Context: an optimization exercise on an open-source flow, tuned for small area, a short achievable clock period and few clock cycles per item. The choices shown serve that exercise and are no tape-out recipe. Only simulation tests tie the RTL to the original design; equivalence was not proved. No activity file was given, so power comes from the tool's default toggle rates.

## flow/design.v (module list and top-level ports; edited modules follow where they fit)
// module fullAdd: 10 lines
// module halfAdd: 9 lines
// module aluTop: 2380 lines
module aluTop (
	input  logic        clk,
	input  logic        rstN,
	input  logic        start,
	input  logic [15:0] a,
	input  logic [15:0] b,
	input  logic [3:0]  op,
	output logic        done,
	output logic [31:0] result,
	output logic [1:0]  error
);
  // ...
==> flow/run.sh <==
#!/bin/bash
# synth_recipe.tcl (not shown) runs the flow's synth.tcl, then flattens the netlist and writes it again
# the make line also repeats each setting of config.mk as NAME=value (left out here)
make -C /OpenROAD-flow-scripts/flow DESIGN_CONFIG=/design/flow/config.mk WORK_HOME=/design/flow/orfs CLKGATE_MAP_FILE= SYNTH_SCRIPT=/design/flow/synth_recipe.tcl finish
==> flow/config.mk <==
export PLATFORM = sky130hd
export DESIGN_NAME = aluTop
export DESIGN_NICKNAME = aluTop
export VERILOG_FILES = /design/flow/design.v
export SDC_FILE = /design/flow/constraint.sdc
export NUM_CORES = 4
export LEC_CHECK = 0
export CAP_MARGIN = 20
export CORE_MARGIN = 2
export CORE_UTILIZATION = 40
export CTS_BUF_LIST = sky130_fd_sc_hd__clkbuf_4 sky130_fd_sc_hd__clkbuf_8
export SLEW_MARGIN = 20
export SYNTH_HIERARCHICAL = 1
export SYNTH_MINIMUM_KEEP_SIZE = 0
==> flow/constraint.sdc <==
create_clock -name core_clock -period 28.0 [get_ports {clk}]
set_input_delay 5.6000 -clock core_clock [delete_from_list [all_inputs] [get_ports {clk}]]
set_output_delay 5.6000 -clock core_clock [all_outputs]
set_load 0.01 [all_outputs]
==> flow_metrics.tcl, run 1 <==
set metrics [dict create \
    synth_fp_nets 2612 \
    cp-startpoint "result[14]" \
    cp.depth 1 \
    dp.cells 2892 \
    regToRegEndpoint "r3[3]" \
    regArea_mm2 0.00599 \
    finalPower_mw 2.13 \
    power.switching_mw 0.879 \
    place_ws_ns 21.05 \
    grt_setup_unrepaired "false" \
    holdPathEnd "q4[12]" \
    stdcell_area_mm2 0.0246 \
    period_share 0.255 \
    fin_cells 2985 \
    critPathRequiredTime_ns 22.40 \
    synth_common_cells "dfxtp_1 (299), and2_1 (241), fa_1 (212)" \
    htree_levels 2 \
    min_path_cells 0 \
    clock-sinks 299 \
    setup_violations 0 \
    hpwl_um 41300 \
    fmax_mhz 140 \
    num-fill-cells 5126 \
    seq_cells 299 \
    hold_ws_ns 0.293 \
    wire_per_inst_um 18.0 \
    status "finished clean" \
    drc 0 \
]
Testbench counts, summed over its fixed seeds: cycles 8,048, items 8,000.
==> run 2: changes to the inputs <==
--- a/flow/config.mk
+++ b/flow/config.mk
@@ -10,3 +10,2 @@
 export CORE_UTILIZATION = 40
-export CTS_BUF_LIST = sky130_fd_sc_hd__clkbuf_4 sky130_fd_sc_hd__clkbuf_8
 export SLEW_MARGIN = 20
==> flow_metrics.tcl, run 2 <==
set metrics [dict create \
    p_leak_nw 10.9 \
    synth-seq-cells 299 \
    fmax_mhz 142 \
    cts_root_buf "clkbuf_16" \
    slowest_delay_ns 0.57 \
    drc 0 \
    cp-end-kind "primary output" \
    fin_util 0.456 \
    hold_ws_ns 0.306 \
    synth.most_common_cell "dfxtp_1" \
    grt_setup_unrepaired "false" \
    antenna_found_initial 0 \
    path_buf_inv 1 \
    postCtsSetupBuffers 0 \
    slew_viol_final 0 \
    overflow 0 \
    fin_worst_skew_ns 0.0284 \
    core.rowCount 85 \
    synth-main-ff-cell "dfxtp_1" \
    period_share 0.252 \
    synthArstFlopShare 0 \
    cp_data_arrival_time_ns 1.45 \
    antenna_cells 0 \
    ys_seq_area_frac 0.273 \
    startpoint_type "register" \
    cts_tree "built" \
    num_io_pins 74 \
    worstMarginPinSlew_ns 1.08 \
    start_util 0.406 \
    yosys_warnings 7 \
    synth_edf_count 0 \
    grt_usage 0.194 \
    syn2layout_area_growth_pct 12.5 \
    synthCells 2163 \
    synth_area_leaders "dfxtp_1 (27%), fa_1 (19%), ha_1 (11%), and2_1 (6.9%), mux2_2 (4.4%)" \
    crit_slowest_cell "clkdlybuf4s50_1" \
    cts_buffer_depth 3 \
    via_per_inst 5.28 \
    avgSynthCellArea_um2 10.1 \
    power_density_mw_per_mm2 88.0 \
    synth_common_cells "dfxtp_1 (299), and2_1 (241), fa_1 (212)" \
    vdd_drop_max_v 0.000107 \
    slew_headroom 0.280 \
    hpwl_um 41300 \
    clk_pin_slew_worst_paths_ns 0.06 \
    ant_nets 0 \
    hp-class "register to register" \
    htree_levels 2 \
    crit_chain "clkdlybuf4s50_1" \
    place.gp.congestion 0.888 \
    period_needed_ns 7.05 \
    cts_hold_buf 0 \
    cts_buffers 36 \
    nets 2683 \
    num_vias 15600 \
    coreArea_mm2 0.0540 \
    status "finished clean" \
    drive_gt1_frac 0.0859 \
    layout_commonest_cell "dfxtp_1" \
    top_register "result" \
    synth_fp_nets 2612 \
    grt_pass1_vias 16400 \
    crit_type "register to primary output" \
    netlist_area_mm2 0.0219 \
    dr.first_iter.drc_count 872 \
    clock-sinks 299 \
    maxCapViolCount 0 \
    synth_area_leader_cell "dfxtp_1" \
    grt_max_degree 29 \
    wire_per_inst_um 18.1 \
    port_buffers 73 \
    critPathRequiredTime_ns 22.40 \
    die_width_um 238 \
    dr.pass1.iters 5 \
    setup_violations 0 \
    grt_pass1_wl_um 87400 \
    finalPower_mw 2.17 \
    largest_reg_flops 32 \
    hold_viol 0 \
    routed_wirelength_um 53500 \
    critPathMaxFanout 1 \
    path_delay_family "buffers and inverters" \
    finalSetupTns_ns 0 \
    cts_resized 0 \
    die_h_um 238 \
    die-area_mm2 0.0567 \
    clock_latency_ns 0.56 \
    synth_cell_types 84 \
    final_cell_mix "dfxtp_1 (299), and2_1 (241), fa_1 (212)" \
    yosysTopAreaCellShare 0.273 \
]
-- run 2: cell counts after synthesis --
Identical to the previous run, type by type.
-- run 2: path summary, 6_finish.rpt --
path / to / start / slack [ns] / cells after the start
setup / recovery: result[14] / result[14] / 20.95 / 1
hold reg to reg: q4[10] / q3[12] / 0.31 / 0
setup reg to reg: r3[3] / b2[0] / 21.03 / 29
hold / removal: q4[10] / q3[12] / 0.31 / 0
-- run 2: layout make-up --
cell class | count | area, um2
multi-input cells | 1677 | 15200
inverters | 135 | 507
flip-flops and latches | 299 | 5990
clock buffers | 46 | 1030
well taps | 696 | 871
fillers | 5095 | 29400
repair buffers | 85 | 821
clock inverters | 17 | 230
-- run 2: cell families (layout without fill, tap and decap cells) --
kind of cell    Yosys count  count (layout)  share of synthesized area
mux                     125             125                     0.0633
compound gates          391             391                      0.119
buf+inv                 187             283                     0.0334
fa+ha+maj               410             410                      0.307
xor+xnor                132             132                     0.0528
simple gates            619             619                      0.152
flops                   299             299                      0.273
-- run 2: per-layer routing --
layer / up-vias / share of wire / GRT usage
li1: 7509 / - / -
met1: 7678 / 0.43 / 0.240
met2: 343 / 0.50 / 0.346
met3: 83 / 0.046 / 0.0312
met4: 0 / 0.026 / 0.0561
met5: - / 0 / 0
-- run 2: power breakdown --
group | internal (mW) | switching, mW | total, mW
Clock | 0.300 | 0.188 | 0.487
Sequential | 0.462 | 0.0303 | 0.492
Combinational | 0.527 | 0.663 | 1.19
-- run 2: modules after synthesis, one instance, submodules excluded --
module	flops+latches	times used	area, um2
aluTop	299	1	17800
halfAdd	0	15	12.5
fullAdd	0	195	20.0
-- run 2: worst reg2reg max path: cells and delay by family, from the launching register on --
kind / cells / cell delay (ns)
DFF: 1 / 0.39
and+or+nand+nor: 2 / 0.16
buffers and inverters: 2 / 0.30
muxes: 3 / 1.02
adders and majority gates: 4 / 1.38
AOI/OAI and AO/OA: 18 / 3.61
-- run 2: per-stage QoR --
stage	instance area [um2]	setup slack (ns)	std cells
after floorplan	21900	21.70	2163
after global placement	23400	21.28	2892
after detailed placement	23400	21.05	2892
after CTS	24600	20.88	2955
after global routing	24600	20.35	2955
final	24600	20.95	2955
==> run 3: changes to the inputs <==
==> flow/flow/run.sh (new file) <==
#!/bin/bash
# Standard ORFS layout; the resizer's setup repair aims for a margin below the
# clock period (the constraints and the clock period are unchanged).
set -euo pipefail
export SETUP_SLACK_MARGIN=21.5
bash standard.sh > standard_flow.log 2>&1
==> flow/standard.sh (new file) <==
#!/bin/bash
# synth_recipe.tcl (not shown) runs the flow's synth.tcl, then flattens the netlist and writes it again
# the make line also repeats each setting of config.mk as NAME=value (left out here)
make -C /OpenROAD-flow-scripts/flow DESIGN_CONFIG=/design/flow/config.mk WORK_HOME=/design/flow/orfs CLKGATE_MAP_FILE= SYNTH_SCRIPT=/design/flow/synth_recipe.tcl "${@:-finish}"
removed: flow/run.sh
==> flow_metrics.tcl, run 3 <==
set metrics [dict create \
    p_int_mw 1.28 \
    drc 0 \
    via_per_inst 5.31 \
    cp-end-kind "primary output" \
    coreArea_mm2 0.0540 \
    cts_hold_buf 0 \
    ant_nets 0 \
    synth_common_cells "dfxtp_1 (299), and2_1 (241), fa_1 (212)" \
    overflow 0 \
    synth-main-ff-cell "dfxtp_1" \
    die_h_um 238 \
    grt_pass1_wl_um 87700 \
    hold_start "q3[12]" \
    finalPower_mw 2.17 \
    status "finished clean" \
    grt_usage 0.194 \
    num_vias 15800 \
    p_seq_frac 0.226 \
    die_width_um 238 \
    critPathRequiredTime_ns 22.40 \
    hpwl_um 41300 \
    worstMarginPinSlew_ns 1.07 \
    crit_chain "buf_6" \
    synth.most_common_cell "dfxtp_1" \
    regArea_mm2 0.00601 \
    yosysTopAreaCellShare 0.273 \
    grt_pass1_vias 16500 \
    fin_util 0.458 \
    p_sw_frac 0.409 \
    fin_worst_skew_ns 0.0314 \
    path_buf_inv 1 \
    slew_viol_final 0 \
    routed_wirelength_um 54100 \
    power_density_mw_per_mm2 87.9 \
    clk_pin_slew_worst_paths_ns 0.06 \
    clock-sinks 299 \
    place.gp.congestion 0.888 \
    crit_type "register to primary output" \
    startpoint_type "register" \
    multi_input_area_mm2 0.0153 \
    p_comb_frac 0.549 \
    core.rowCount 85 \
    ys_seq_area_frac 0.273 \
    start_util 0.406 \
    critPathMaxFanout 1 \
    slowest_delay_ns 0.32 \
    finalSetupTns_ns 0 \
    num_io_pins 74 \
    wire_per_inst_um 18.2 \
    synth_cell_types 84 \
    hold_ws_ns 0.301 \
    synthArstFlopShare 0 \
    grt_max_degree 29 \
    htree_levels 2 \
    synth-seq-cells 299 \
    nets 2696 \
    largest_reg_flops 32 \
    die-area_mm2 0.0567 \
    maxCapViolCount 0 \
    antenna_cells 0 \
    period_needed_ns 6.59 \
    clock_latency_ns 0.56 \
    drive_gt1_frac 0.121 \
    period_share 0.235 \
    netlist_area_mm2 0.0219 \
    clockPowerShare 0.224 \
    dpl_cell_area_mm2 0.0234 \
    path_delay_family "flip-flops" \
    cts_buffer_depth 3 \
    dr.first_iter.drc_count 866 \
    hold_viol 0 \
    hp-class "register to register" \
    r2r_start "b5[5]" \
    synth_edf_count 0 \
    vdd_drop_max_v 0.000107 \
    cts_buffers 36 \
    synth_area_leader_cell "dfxtp_1" \
    final_cell_mix "dfxtp_1 (282), and2_1 (241), fa_1 (212)" \
    cp-startpoint "error[1]" \
    synth_area_leaders "dfxtp_1 (27%), fa_1 (19%), ha_1 (11%), and2_1 (6.9%), mux2_2 (4.4%)" \
    stdcell_area_mm2 0.0247 \
    antenna_found_initial 0 \
    power.switching_mw 0.889 \
    slew_headroom 0.288 \
    top_register "result" \
    num-fill-cells 5101 \
    synth_fp_nets 2612 \
    synthCells 2163 \
    cp_data_arrival_time_ns 0.99 \
    dr.pass1.iters 6 \
    port_buffers 73 \
    cts_root_buf "clkbuf_16" \
    fmax_mhz 152 \
    setup_violations 0 \
    grt_setup_unrepaired "true" \
    syn2layout_area_growth_pct 12.9 \
    cts_tree "built" \
    avgSynthCellArea_um2 10.1 \
    layout_commonest_cell "dfxtp_1" \
    crit_slowest_cell "dfxtp_2" \
    yosys_warnings 7 \
    p_leak_nw 11.1 \
]
==> run 3: cell counts after synthesis <==
Identical to the previous run, type by type.
==> run 3: metrics by stage <==
stage	setup slack [ns]	std cells
6_report	21.41	2968
2_1_floorplan	21.70	2163
3_3_place_gp	21.28	2892
5_1_grt	21.37	2968
3_5_place_dp	21.05	2892
4_1_cts	21.36	2962
==> run 3: area by class of cell <==
class                   instances  area share
clock buffers                  46      0.0417
inverters                     135      0.0205
repair buffers                 97      0.0312
clock inverters                17     0.00931
well taps                     696      0.0352
multi-input cells            1678       0.619
flip-flops and latches        299       0.243
==> run 3: power groups by stage <==
stage          registers [mW]  logic, mW  clock network, mW
4_1_cts                 0.492       1.19              0.503
3_3_place_gp            0.500       1.17                  0
3_5_place_dp            0.501       1.19                  0
6_report                0.492       1.19              0.488
2_1_floorplan           0.489      0.907                  0
5_1_grt                 0.496       1.34              0.520
==> run 3: cells by family (layout without fill, tap and decap cells) <==
| logic type | Yosys count | count (layout) | synth area share |
|---|---|---|---|
| simple gates | 619 | 619 | 0.152 |
| compound gates | 391 | 392 | 0.119 |
| fa+ha+maj | 410 | 410 | 0.307 |
| mux | 125 | 125 | 0.0633 |
| flops | 299 | 299 | 0.273 |
| buf+inv | 187 | 295 | 0.0334 |
| xor+xnor | 132 | 132 | 0.0528 |
==> run 3: worst paths after layout <==
path	endpoint	slack, ns	cells past startpoint
worst max-delay path	error[1]	21.41	1
worst min-delay path	q4[10]	0.30	0
worst max register to register	result[12]	21.73	17
worst min register to register	q4[10]	0.30	0
==> run 3: per-module statistics from Yosys, one instance, submodules excluded <==
module	area, um2	times used
aluTop	17800	1
fullAdd	20.0	195
halfAdd	12.5	15
==> run 3: repair_timing <==
item | CTS | global route
pin swaps | 2 | 12
setup buffers | 6 | 5
resized for setup | 159 | 29
gates cloned | 1 | 1
endpoints found under the setup margin | 54 | 76
==> run 3: layer usage <==
metal  GRT usage  up-vias  routed length, um
met3      0.0314       85               2670
li1            -     7539                  -
met2       0.347      351              26900
met5           0        -                  0
met4      0.0561        0               1430
met1       0.241     7779              23100

## static timing again, ports no longer ideal
No port has a modelled driver above. Below, the same layouts with a new extraction and two added sets of constraints. Step 1 sets driving cells, clkbuf_16 on the clock port and buf_2 on the other inputs (assumed; they add their load-dependent delay and slew). Step 2 adds t to the input delays and takes it off the output delays; t is the mean of the earliest and latest rising clock arrival at the registers after step 1. Input paths then give back, and output paths get back, about the clock's delay inside the block. a / b / c = ideal ports / drivers / drivers and shift; a / b = the first two.
run	shift t [ns]	setup slack, ns	pins driven straight from the clock port
run 1	0.694	20.851 / 20.800 / 21.042	1
run 2	0.601	20.953 / 20.898 / 21.031	1
run 3	0.603	21.409 / 21.355 / 21.614	1
After both steps setup and hold are still met in every run listed.
